This design comes from an exercise in tuning for small area, a short achievable clock period and few clock cycles on the open sky130 flow, not from production work. Function not checked in this run: the RTL went through the layout flow alone. Power is estimated from default activity; no workload was simulated.

### flow/run.sh
#!/bin/bash
# synth_recipe.tcl (not shown) runs the flow's synth.tcl, then flattens the netlist and writes it again
# the make line also repeats each setting of config.mk as NAME=value (left out here)
make -C /OpenROAD-flow-scripts/flow DESIGN_CONFIG=/design/flow/config.mk WORK_HOME=/design/flow/orfs CLKGATE_MAP_FILE= SYNTH_SCRIPT=/design/flow/synth_recipe.tcl finish
### flow/config.mk
export PLATFORM = sky130hd
export DESIGN_NAME = block_extent_translation_cache
export DESIGN_NICKNAME = block_extent_translation_cache
export VERILOG_FILES = /design/flow/design.v
export SDC_FILE = /design/flow/constraint.sdc
export NUM_CORES = 4
export LEC_CHECK = 0
export CAP_MARGIN = 20
export CORE_MARGIN = 2
export CORE_UTILIZATION = 40
export SLEW_MARGIN = 20
### flow/constraint.sdc
create_clock -name core_clock -period 9.0 [get_ports {clk}]
set_input_delay 1.8000 -clock core_clock [delete_from_list [all_inputs] [get_ports {clk}]]
set_output_delay 1.8000 -clock core_clock [all_outputs]
set_load 0.01 [all_outputs]
### flow/design.v
`timescale 1ns / 1ps
`default_nettype none
package betc_pkg;
  localparam int ENTRIES_DEFAULT = 8;
  localparam int BLK_W    = 64;
  localparam int LEN_W    = 16;
  localparam int MODE_W   = 2;
  localparam int STATUS_W = 3;
  localparam logic [MODE_W-1:0] MODE_LOOKUP = 2'd0;
  localparam logic [MODE_W-1:0] MODE_FILL   = 2'd1;
  localparam logic [MODE_W-1:0] MODE_TRUNC  = 2'd2;
  localparam logic [STATUS_W-1:0] STATUS_MISS      = 3'd0;
  localparam logic [STATUS_W-1:0] STATUS_HIT       = 3'd1;
  localparam logic [STATUS_W-1:0] STATUS_FILLED    = 3'd2;
  localparam logic [STATUS_W-1:0] STATUS_REJECTED  = 3'd3;
  localparam logic [STATUS_W-1:0] STATUS_TRUNCATED = 3'd4;
endpackage
`default_nettype wire
`timescale 1ns / 1ps
`default_nettype none
module betc_ram #(
  parameter int WIDTH = 32,
  parameter int DEPTH = 8
) (
  input  wire logic                     clk,
  input  wire logic [DEPTH-1:0]         wr_sel,
  input  wire logic [WIDTH-1:0]         wr_data,
  output logic      [DEPTH*WIDTH-1:0]   rd_data
);
  logic [WIDTH-1:0] mem [DEPTH];
  always_ff @(posedge clk) begin
    for (int i = 0; i < DEPTH; i++) begin
      if (wr_sel[i]) begin
        mem[i] <= wr_data;
      end
    end
  end
  always_comb begin
    for (int i = 0; i < DEPTH; i++) begin
      rd_data[i*WIDTH +: WIDTH] = mem[i];
    end
  end
endmodule
`default_nettype wire
`timescale 1ns / 1ps
`default_nettype none
import betc_pkg::*;
module block_extent_translation_cache #(
  parameter int ENTRIES = ENTRIES_DEFAULT
) (
  input  wire logic                clk,
  input  wire logic                rst,
  input  wire logic                in_valid,
  output logic                     in_stall,
  input  wire logic [MODE_W-1:0]   mode,
  input  wire logic [BLK_W-1:0]    block_index,
  input  wire logic                create,
  input  wire logic [BLK_W-1:0]    extent_start,
  input  wire logic [BLK_W-1:0]    extent_phys,
  input  wire logic [LEN_W-1:0]    extent_count,
  input  wire logic [BLK_W-1:0]    eof_block,
  output logic                     out_valid,
  input  wire logic                out_stall,
  output logic      [STATUS_W-1:0] status,
  output logic      [BLK_W-1:0]    phys_block
);
  localparam int N     = ENTRIES;
  localparam int ENT_W = 2 * BLK_W + LEN_W + 1;
  function automatic logic covers(input logic [BLK_W-1:0] b,
                                  input logic [BLK_W-1:0] start,
                                  input logic [LEN_W-1:0] len);
    logic [BLK_W:0] d;
    d = {1'b0, b} - {1'b0, start};
    covers = !d[BLK_W] && (d[BLK_W-1:LEN_W] == '0) && (d[LEN_W-1:0] < len);
  endfunction
  logic stall;
  logic fire;
  logic              v1;
  logic [MODE_W-1:0] m1;
  logic              cr1;
  logic [BLK_W-1:0]  x1;
  logic [BLK_W-1:0]  xs1;
  logic [BLK_W-1:0]  xp1;
  logic [LEN_W-1:0]  xc1;
  logic [N-1:0]       valid;
  logic [N-1:0]       mru;      
  logic [N-1:0]       victim;   
  logic [N-1:0]       wr_sel;
  logic [ENT_W-1:0]   wr_data;
  logic [N*ENT_W-1:0] tbl;
  logic [BLK_W-1:0]   e_ls [N];
  logic [BLK_W-1:0]   e_nd [N];
  logic [LEN_W-1:0]   e_len [N];
  logic [N-1:0]       e_hole;
  logic                v2;
  logic [STATUS_W-1:0] st2;
  logic                z2;
  logic [BLK_W-1:0]    b2;
  logic [BLK_W-1:0]    nd2;
  logic [N-1:0]     cov;
  logic [N-1:0]     clr;
  logic             hit_mru;
  logic [N-1:0]     others;
  logic [N-1:0]     first;
  logic [N-1:0]     hit_oh;
  logic             hit;
  logic [BLK_W-1:0] nd_sel;
  logic             hole_sel;
  logic             zero;
  logic             fcov;
  logic             fill_bad;
  logic [BLK_W-1:0] new_nd;
  logic             new_hole;
  logic [N-1:0]     victim_adv;
  logic [N-1:0]     lk_victim;
  betc_ram #(
    .WIDTH (ENT_W),
    .DEPTH (N)
  ) u_table (
    .clk     (clk),
    .wr_sel  (wr_sel),
    .wr_data (wr_data),
    .rd_data (tbl)
  );
  always_comb begin
    for (int i = 0; i < N; i++) begin
      {e_ls[i], e_nd[i], e_len[i], e_hole[i]} = tbl[i*ENT_W +: ENT_W];
    end
  end
  assign stall    = out_valid && out_stall;
  assign in_stall = stall;
  assign fire     = v1 && !stall;
  always_comb begin
    for (int i = 0; i < N; i++) begin
      cov[i] = valid[i] && covers(x1, e_ls[i], e_len[i]);
      clr[i] = (x1 <= e_ls[i]);
    end
    hit_mru  = |(cov & mru);
    others   = cov & ~mru;
    first    = others & (~others + 1'b1);
    hit_oh   = hit_mru ? mru : first;
    hit      = |cov;
    nd_sel   = '0;
    for (int i = 0; i < N; i++) begin
      nd_sel = nd_sel | (e_nd[i] & {BLK_W{hit_oh[i]}});
    end
    hole_sel = |(hit_oh & e_hole);
    zero     = hole_sel || (x1 == nd_sel);
    victim_adv = {victim[N-2:0], victim[N-1]};
    lk_victim  = (!hit_mru && |(first & victim)) ? victim_adv : victim;
    if (cr1 && zero) begin
      lk_victim = hit_oh;
    end
    fcov     = covers(x1, xs1, xc1);
    new_hole = (xp1 == '0);
    fill_bad = cr1 ? (new_hole || !fcov) : (!new_hole && !fcov);
    new_nd   = xs1 - xp1;
    wr_data = {xs1, new_nd, xc1, new_hole};
    wr_sel  = (fire && m1 == MODE_FILL && !fill_bad) ? victim : '0;
  end
  always_ff @(posedge clk) begin
    if (rst) begin
      v1     <= 1'b0;
      v2     <= 1'b0;
      valid  <= '0;
      mru    <= N'(1);
      victim <= N'(1);
    end else if (!stall) begin
      v1 <= in_valid;
      v2 <= v1;
      if (v1) begin
        case (m1)
          MODE_LOOKUP: begin
            if (hit) begin
              mru    <= hit_oh;
              victim <= lk_victim;
            end
          end
          MODE_FILL: begin
            if (!fill_bad) begin
              valid  <= valid | victim;
              mru    <= victim;
              victim <= victim_adv;
            end
          end
          MODE_TRUNC: begin
            valid <= valid & ~clr;
          end
          default: ;
        endcase
      end
    end
  end
  always_ff @(posedge clk) begin
    if (!stall) begin
      m1  <= mode;
      cr1 <= create;
      x1  <= (mode == MODE_TRUNC) ? eof_block : block_index;
      xs1 <= extent_start;
      xp1 <= extent_phys;
      xc1 <= extent_count;
      case (m1)
        MODE_LOOKUP: begin
          st2 <= hit ? STATUS_HIT : STATUS_MISS;
          z2  <= !hit || hole_sel;
        end
        MODE_FILL: begin
          st2 <= fill_bad ? STATUS_REJECTED : STATUS_FILLED;
          z2  <= fill_bad || new_hole;
        end
        MODE_TRUNC: begin
          st2 <= STATUS_TRUNCATED;
          z2  <= 1'b1;
        end
        default: begin
          st2 <= STATUS_MISS;
          z2  <= 1'b1;
        end
      endcase
      b2  <= x1;
      nd2 <= (m1 == MODE_FILL) ? new_nd : nd_sel;
    end
  end
  assign out_valid  = v2;
  assign status     = st2;
  assign phys_block = z2 ? '0 : (b2 - nd2);
endmodule
`default_nettype wire
==> results list <==
- Number of H-tree branching levels: 4
- Worst relative slew slack: 0.1604
* Initial antenna violation count: 101
- Category of the worst setup path launch point: flip-flop
- For met2 alone, demand over resource in global routing was 0.6225.
- Worst hold path class: reg -> reg
- Fraction of registers with async set/reset: 0
- Placed Cells incl. Taps: approximately 16,000
* Layout fillers: around 23,000
* Chip Width: 513.7 µm
- Post-layout instance count excluding filler cells: 16,840
* Average instance area after synthesis: 9.749 µm²
- The tree is rooted in a sky130_fd_sc_hd__clkbuf_16.
- Setup repair after global routing could not meet its margin everywhere.
- Counting every net in the synthesized netlist gives roughly 12,000.
* Leakage component of the power: slightly below 60 nW
- Half-perimeter wire length after placement: roughly 420 mm
* Portion of the post-synthesis area used by sequential elements: 0.4393
* Via count of the first global-routing pass: roughly 99,000
- Total track usage: 0.4011
- Std-Cell Core Area: between 0.2 and 0.3 mm²
* Maximum root-to-sink buffer count: 3
* Post-route setup TNS: -5022 ps
- Run status: finished with violations
- In this run the count of I/O pins placed on the die edge is between 300 and 400.
- After detailed routing, the number of vias per cell comes to between 6 and 7.
- In the synthesized netlist, the number of instances is about 11,000.
- Arrival time at the worst endpoint: roughly 10,000 ps
* Met1 Resource Use GR: 0.4913
- In this run the worst path has a maximum fanout of 8.
* Cts-stage hold buffer count: 0
- In this run the core area contains about 190 standard-cell rows.
* Warnings, synthesis: 6
- met2 is the most crowded layer.
* Minimum period implied by the final worst setup slack: 9678 ps
* Area added between synthesis and finish: 32.46%
- The netlist uses around 110 different library cells.
* Area of the multi-input gates: 0.05428 mm²
- Y dimension of the die: around 510 µm
* Remaining global-route overflow: 0
- Least setup slack across all paths after layout: -678.2 ps
* Power per Cell Area: 167.4 mW/mm²
- Wire length per cell after detailed routing: 32.43 µm
* Clock Skews: approximately 110 ps
- The max-slew violation total from the final report is 0.
- Clock tree sinks: 1,529
- The synthesized netlist occupies a cell area of just over 0.1 mm².
- Summing over every cut layer, the via total after detailed routing is 103,400.
- The floorplan step defined a die boundary enclosing between 0.2 and 0.3 mm².
- The checks that failed were negative setup slack.
- Setup violations remaining at the end of the flow were counted as 8.
- Required @ worst endpoint: about 10000 ps
* Max cap viols: 0
- Number of flops mapped to enable cells by yosys: 1,503
- Number of design rule violations left after detail routing: 0
* Storage cell area: 0.04566 mm²
- The worst setup path is captured at a flip-flop.
- Detailed Route Iter0 Violations: approximately 13,000
- Biggest cell delay along the critical path: 570 ps
- In the final layout, the share of cells above drive strength 1 is 0.2358.
* Max Fclk: 103.3 MHz
- The first TritonRoute pass finished after 10 iterations.
- Prevailing post-synth register cell: sky130_fd_sc_hd__edfxtp_1
- Critical path start-end classification: reg -> reg
* Total detailed-routing wirelength: ~550 mm
- The synthesized design contains 1,529 register bits.
* Post-route ant nets: 0
- TritonCTS built the clock tree.
* Placer congestion estimate: 1.034
- For the pin with the worst max-slew slack, the measured transition is roughly 1300 ps.
- The number of hold violations in the final report was 0.
* Largest net degree at the start of global routing: approximately 130
- Initial Utilization: 0.4013
- Among the stages of the critical path, the cell type that occurs most often is sky130_fd_sc_hd__buf_4.
- The largest individual stage delay along the critical path comes from the cell sky130_fd_sc_hd__a2111o_1.
- Final period util: 1.075
- After clock tree synthesis, the clock-pin slew on the worst setup and hold paths is roughly 60 ps.
* I/O Buffers: approximately 350
- Number of nets in the finished design: 14,310
- The first global-routing pass estimated between 700 and 800 mm of wire.
* TritonCTS buffer count: approximately 180
* Maximum VDD drop: between 0.0002 and 0.00025 V
- Clock insertion delay at the later pin of the skew report: 940 ps
* Routing usage on met3: 0.07934
state kept, by name (all words and copies together) (netlist names), 8 cells and up:
name / count
valid: 8
mru: 8
xs1: 64
nd2: 64
xp1: 64
xc1: 16
u_table.mem: 1160
x1: 64
victim: 8
b2: 64
worst max-delay path: cells and delay by family (launching register included):
family          cells  cell delay [ps]
buf+inv            16             2380
flops               1              440
xor+xnor            2              340
compound gates      9             2180
simple gates       14             3670
fa+ha+maj           1              360
mux                 1              170
stage by stage:
| stage | hold slack, ps | util | total power (W) | worst slack [ps] | instance area, µm² |
|---|---|---|---|---|---|
| floorplan | 426.4 | - | 0.01154 | 598.8 | 103900 |
| global placement | 436.2 | 0.4977 | 0.01498 | -1571 | 128900 |
| detailed placement | 446.4 | 0.4977 | 0.01502 | -1550 | 128900 |
| CTS | 447.4 | 0.5269 | 0.02278 | -391.8 | 136500 |
| global route | 451.7 | 0.5306 | 0.02368 | -954.8 | 137400 |
| finish | 449.8 | 0.5315 | 0.02305 | -678.2 | 137700 |
cells in the mapped netlist, drive strengths merged, types with 41 or more instances:
| cell | instances | share of area |
|---|---|---|
| edfxtp | 1503 | 0.43 |
| clkbuf | 333 | 0.012 |
| nand2b | 127 | 0.0076 |
| o21bai | 118 | 0.0085 |
| inv | 1076 | 0.039 |
| a222oi | 81 | 0.0078 |
| a31oi | 89 | 0.0055 |
| a211oi | 93 | 0.0068 |
| a21boi | 58 | 0.0042 |
| and3 | 69 | 0.0042 |
| a221oi | 72 | 0.0061 |
| nor2b | 97 | 0.0058 |
| mux2i | 95 | 0.0091 |
| o21ai | 572 | 0.028 |
| or2 | 50 | 0.0030 |
| a21o | 267 | 0.019 |
| a22oi | 136 | 0.0098 |
| o211ai | 97 | 0.0071 |
| a21oi | 900 | 0.043 |
| ha | 841 | 0.10 |
| buf | 51 | 0.0024 |
| xnor2 | 251 | 0.021 |
| nor4 | 111 | 0.0069 |
| mux2 | 122 | 0.013 |
| or3 | 68 | 0.0041 |
| o22ai | 41 | 0.0025 |
| nand3 | 213 | 0.010 |
| nor2 | 761 | 0.028 |
| xor2 | 201 | 0.017 |
| o21a | 149 | 0.011 |
| nand2 | 789 | 0.028 |
| and2 | 67 | 0.0040 |
| nor3 | 187 | 0.0091 |
| nand4 | 299 | 0.018 |
kinds of logic (layout without fill, tap and decap cells):
family | count (synthesis) | in the layout | share of synthesized area
buf+inv | 1461 | 4135 | 0.05333
xor+xnor | 452 | 452 | 0.03809
simple gates | 2983 | 2983 | 0.1409
fa+ha+maj | 852 | 852 | 0.1034
other cells | 0 | 104 | 0
mux | 217 | 217 | 0.02237
compound gates | 3166 | 3166 | 0.2027
flops | 1529 | 1529 | 0.4393
per-layer routing:
| layer | vias up | share of wire |
|---|---|---|
| li1 | 45250 | - |
| met1 | 50700 | 0.38 |
| met2 | 6049 | 0.45 |
| met3 | 1378 | 0.094 |
| met4 | 22 | 0.084 |
| met5 | - | 0.00025 |
repair_timing:
action,4_1_cts,5_1_grt
pin swaps,136,127
setup endpoints to repair,30,360
setup buffers,62,33
gates resized for setup,206,137
endpoints found under the hold margin,0,0
worst paths after layout:
kind,start,to,slack [ps],cells past startpoint
setup / recovery,x1[10],victim[6],-680,43
hold / removal,x1[0],b2[0],450,0
setup reg to reg,x1[10],victim[6],-680,43
hold reg to reg,x1[0],b2[0],450,0
power breakdown:
group | total [W] | internal [W] | switching [W]
sequential | 0.00830 | 0.00816 | 0.000145
combinational | 0.00702 | 0.00272 | 0.00430
clock | 0.00772 | 0.00429 | 0.00343
total | 0.0230 | 0.0152 | 0.00788
cell type report:
| type | instances | share of cell area |
|---|---|---|
| timing repair buffer | 2728 | 0.1669 |
| antenna | 104 | 0.001891 |
| clock buffer | 196 | 0.03260 |
| sequential | 1529 | 0.3317 |
| multi-input combinational | 7670 | 0.3943 |
| inverter | 1077 | 0.02940 |
| tap | 3402 | 0.03092 |
| clock inverter | 134 | 0.01226 |
layout by cell type, fill, tap and decap left out, types with 39 or more instances in the layout:
cell type                         count
sky130_fd_sc_hd__buf_4             2233
sky130_fd_sc_hd__edfxtp_1          1503
sky130_fd_sc_hd__inv_1             1073
sky130_fd_sc_hd__a21oi_1            877
sky130_fd_sc_hd__ha_1               824
sky130_fd_sc_hd__nand2_1            781
sky130_fd_sc_hd__nor2_1             746
sky130_fd_sc_hd__o21ai_0            515
sky130_fd_sc_hd__clkdlybuf4s50_1    340
sky130_fd_sc_hd__nand4_1            299
sky130_fd_sc_hd__a21o_1             266
sky130_fd_sc_hd__xnor2_1            244
sky130_fd_sc_hd__nand3_1            210
sky130_fd_sc_hd__xor2_1             198
sky130_fd_sc_hd__nor3_1             177
sky130_fd_sc_hd__clkbuf_16          175
sky130_fd_sc_hd__o21a_1             149
sky130_fd_sc_hd__a22oi_1            134
sky130_fd_sc_hd__buf_12             124
sky130_fd_sc_hd__mux2_2             122
sky130_fd_sc_hd__nand2b_1           119
sky130_fd_sc_hd__o21bai_1           115
sky130_fd_sc_hd__diode_2            104
sky130_fd_sc_hd__o211ai_1            96
sky130_fd_sc_hd__mux2i_1             95
sky130_fd_sc_hd__nor2b_1             93
sky130_fd_sc_hd__a31oi_1             84
sky130_fd_sc_hd__a211oi_1            84
sky130_fd_sc_hd__a222oi_1            81
sky130_fd_sc_hd__nor4_1              79
sky130_fd_sc_hd__a221oi_1            70
sky130_fd_sc_hd__and3_1              66
sky130_fd_sc_hd__or3_1               65
sky130_fd_sc_hd__and2_1              54
sky130_fd_sc_hd__a21boi_0            54
sky130_fd_sc_hd__or2_2               46
sky130_fd_sc_hd__o21ai_1             44
sky130_fd_sc_hd__o22ai_1             39

-- port drivers added, routing unchanged --
The flow's constraints put no driver on any port. The routed layout listed below was extracted and timed again, unchanged, in two steps.
Step 1 (the two cells are an assumption about what drives the block):
set clk [get_ports {clk}]
set_driving_cell -lib_cell sky130_fd_sc_hd__clkbuf_16 $clk
set_driving_cell -lib_cell sky130_fd_sc_hd__buf_2 [delete_from_list [all_inputs] $clk]
Step 2 adds t to the input delays and takes it off the output delays; t is the mean of the earliest and latest rising clock arrival at the registers after step 1. Input paths then give back, and output paths get back, about the clock's delay inside the block.
Slacks: ideal / step 1 / step 2; pairs: ideal / step 1.
t (ns): 0.985
setup slack, ns: -0.678 / -0.678 / -0.678
hold slack, ns: 0.450 / 0.450 / 0.450
worst setup path after step 2: register to register
slew at the worst register clock pin (ns): 0.08 / 0.08
The setup slack of this run moves by 0.000 ns with the drivers and by 0.000 ns with both steps.
